From an optimization exercise on the open Yosys and OpenROAD flow, aimed at small area; shortcuts taken in it are not production practice.
At most, simulation tests tie the RTL to the original design; equivalence was not proved.

Setup of run 1:
==> flow/design.v (excerpt) <==
module random_map_writer (
    input  logic        clk,
    input  logic        rst,
    input  logic        start,
    input  logic [15:0] seed,
    input  logic [4:0]  density,
    input  logic [4:0]  rd_x,
    input  logic [4:0]  rd_y,
    output logic        rd_occ,
    output logic        busy,
    output logic        done,
    output logic [9:0]  occ_count
);
    logic [9:0]  idx;
    logic [15:0] lfsr;
    logic [4:0]  dcur, dprev;
    logic        start_accept, cell_bit, row_start, seed_zero;
    logic [15:0] cp0;
    logic [15:0] cp1;
    logic [15:0] cp2;
    logic [15:0] pend;   
    assign start_accept = !busy && !done && start;
    assign cell_bit     = dcur[4] || (lfsr[3:0] < dcur[3:0]);
    assign row_start    = (idx[4:0] == 5'd0) && (idx[7:5] == '0);
    assign seed_zero    = (seed == 16'h0000);
    always_ff @(posedge clk) begin
        if (rst) begin
            busy      <= 1'b0;
            done      <= 1'b0;
            idx       <= '0;
            dcur      <= '0;
            dprev     <= '0;
            occ_count <= '0;
        end else if (start_accept) begin
            busy      <= 1'b1;
            idx       <= '0;
            dprev     <= dcur;
            dcur      <= (density > 5'd16) ? 5'd16 : density;
            occ_count <= '0;
        end else if (busy) begin
            idx       <= idx + 1'b1;
            occ_count <= occ_count + 10'(cell_bit);
            if (idx == 10'd767) begin
                busy <= 1'b0;
                done <= 1'b1;
            end
        end else begin
            done <= 1'b0;
        end
    end
    always_ff @(posedge clk) begin
        if (busy)
            lfsr <= {lfsr[14:0], lfsr[15] ^ lfsr[13] ^ lfsr[12] ^ lfsr[10]};
        else
            lfsr <= seed | (seed_zero ? 16'hACE1 : 16'h0000);
    end
    logic [4:0] prow;
    logic [9:0] idxm1;
    assign idxm1 = idx - 1'b1;
    assign prow  = idxm1[9:5] / 5'd8;
    always_ff @(posedge clk) begin
        if (busy && row_start)
            pend <= lfsr;
  ...
Size in the first run: about 1000 cells after synthesis.
export LEC_CHECK = 0
export CAP_MARGIN = 20
export CORE_MARGIN = 2
export CORE_UTILIZATION = 40
export SLEW_MARGIN = 20
create_clock -name core_clock -period 5.0 [get_ports {clk}]
run.sh (not shown) runs the stock make flow with config.mk's settings and CLKGATE_MAP_FILE= SYNTH_SCRIPT=/design/flow/synth_recipe.tcl, a recipe that flattens the netlist after the stock synthesis.
Status run 1: flow complete, layout not clean - setup timing
Here is what was changed in the inputs of run 2 compared with run 1.
- GPL_TIMING_DRIVEN now 0, previously not set
- CAP_MARGIN now 0, was 20
- SLEW_MARGIN now 0, was 20
Notes after the runs:
- No crash in run 2: every stage finished, but the layout fails its final checks due to setup timing.
- Run 1 → run 2: design area went down, area after synthesis did not really move, end-of-flow core utilization went down.
Function was not checked in any run of this note: the RTL went through the layout flow alone.

---

JK:
Another version of the RTL of random_map_writer (not shown whole).
Size: about 11000 um^2 of cells after synthesis.
Settings: LEC_CHECK=0, CAP_MARGIN=20, CORE_MARGIN=2, CORE_UTILIZATION=40, CTS_BUF_LIST=sky130_fd_sc_hd__clkbuf_4 sky130_fd_sc_hd__clkbuf_8, CTS_CLUSTER_DIAMETER=100, CTS_CLUSTER_SIZE=30, GPL_TIMING_DRIVEN=0, SLEW_MARGIN=20; clock period 5.0 ns.
standard.sh (not shown) runs the stock make flow with config.mk's settings and CLKGATE_MAP_FILE= SYNTH_SCRIPT=/design/flow/synth_recipe.tcl, a recipe that flattens the netlist after the stock synthesis.
==> flow/flow/run.sh <==
#!/bin/bash
# The standard layout, with one change: every port still gets its own
# buffer, but a plain buf_2 instead of the delay buffer that buffer_ports
# picks by default (that cell adds about 0.5 ns to each input and output path).
set -euo pipefail
export BUFFER_PORTS_ARGS="-buffer_cell sky130_fd_sc_hd__buf_2"
bash standard.sh > standard.log 2>&1
#### Input delta (MS over JK)
# JK
export LEC_CHECK = 0
export CAP_MARGIN = 20
export CORE_MARGIN = 2
export CORE_UTILIZATION = 40
export CTS_BUF_LIST = sky130_fd_sc_hd__clkbuf_4 sky130_fd_sc_hd__clkbuf_8
export CTS_CLUSTER_DIAMETER = 100
export CTS_CLUSTER_SIZE = 30
export GPL_TIMING_DRIVEN = 0
export SLEW_MARGIN = 20
create_clock -name core_clock -period 5.0 [get_ports {clk}]
# MS
export LEC_CHECK = 0
export CAP_MARGIN = 20
export CORE_MARGIN = 2
export CORE_UTILIZATION = 40
export GPL_TIMING_DRIVEN = 0
export SLEW_MARGIN = 20
create_clock -name core_clock -period 5.0 [get_ports {clk}]
==> comparison <==
On maximum clock path buffer count, MS and JK are basically level. Diff MS and JK: routed length on met2 higher in MS. Status: met2 track utilization from global routing parity (MS, JK). Final worst slack: MS vs JK up 0.067 ns.
Modified inputs, AL compared to MS
# MS
export LEC_CHECK = 0
export CAP_MARGIN = 20
export CORE_MARGIN = 2
export CORE_UTILIZATION = 40
export GPL_TIMING_DRIVEN = 0
export SLEW_MARGIN = 20
create_clock -name core_clock -period 5.0 [get_ports {clk}]
# AL
export LEC_CHECK = 0
export CAP_MARGIN = 20
export CORE_MARGIN = 2
export CORE_UTILIZATION = 40
export CTS_BUF_LIST = sky130_fd_sc_hd__clkbuf_8
export GPL_TIMING_DRIVEN = 0
export PLACE_DENSITY = 0.9
export SLEW_MARGIN = 20
create_clock -name core_clock -period 5.0 [get_ports {clk}]
Findings:
AL | stages: all done | timing, DRC, antenna: all pass
Relative to MS, global-route usage over all layers decreased by 0.70 points in AL.
On AL: number of non-clock buffers in the layout is about 5% lower than what MS gave.
Compared with MS, in AL maximum frequency lost 1.6%; routed wire length lost about 1%; layout clock buffer count lost 1.
Relative area change from synthesis to final layout in AL is 3.1 points lower than in MS
Changes observed in AL relative to MS: share of cell area taken by multi-input logic gates has increased; cell count now sits lower; number of nets with antenna violations after routing essentially unchanged.
The inputs of TR differ from those of AL as listed below.
# AL
export LEC_CHECK = 0
export CAP_MARGIN = 20
export CORE_MARGIN = 2
export CORE_UTILIZATION = 40
export CTS_BUF_LIST = sky130_fd_sc_hd__clkbuf_8
export GPL_TIMING_DRIVEN = 0
export PLACE_DENSITY = 0.9
export SLEW_MARGIN = 20
create_clock -name core_clock -period 5.0 [get_ports {clk}]
# TR
export LEC_CHECK = 0
export CAP_MARGIN = 20
export CORE_MARGIN = 2
export CORE_UTILIZATION = 40
export CTS_BUF_LIST = sky130_fd_sc_hd__clkbuf_8 sky130_fd_sc_hd__clkbuf_16
export GPL_TIMING_DRIVEN = 0
export SLEW_MARGIN = 20
create_clock -name core_clock -period 5.0 [get_ports {clk}]
[summary]
TR against AL: shortest period the worst path allows now sits lower, ratio of final minimum period to clock period decreased by 1.5 points relative to the old numbers.
The cell area of TR was inferior to that of AL.
Wire length of the first global-routing pass went up by a few percent going from AL to TR.
Reported for TR and AL, setup TNS turned out identical to the last digit.
Area of the multi-input gates was lower in AL than in TR.

-- separate check: timing with driven ports --
How much do the figures lean on ideal ports? The routed layouts below were timed once more, with nothing changed but the port constraints. Step 1 sets driving cells, clkbuf_16 on the clock port and buf_2 on the other inputs (assumed; they add their load-dependent delay and slew). Step 2 adds t to the input delays and takes it off the output delays; t is the mean of the earliest and latest rising clock arrival at the registers after step 1. Input paths then give back, and output paths get back, about the clock's delay inside the block. Slacks: ideal ports / drivers / drivers and shift; pairs: ideal ports / drivers.
run | shift t [ns] | slack for setup (ns) | clock arrival spread, ns
run 1 | 0.470 | -1.112 / -1.160 / -0.691 | 0.015 / 0.015
run 2 | 0.472 | -1.335 / -1.381 / -0.909 | 0.020 / 0.020
JK | 0.502 | 0.112 / 0.066 / -0.269 | 0.025 / 0.026
MS | 0.483 | 0.178 / 0.128 / -0.257 | 0.021 / 0.021
AL | 0.506 | 0.102 / 0.060 / -0.317 | 0.025 / 0.025
TR | 0.483 | 0.178 / 0.128 / -0.257 | 0.021 / 0.021
With both steps, setup timing fails in JK, MS, AL and TR, where it was met with ideal ports.
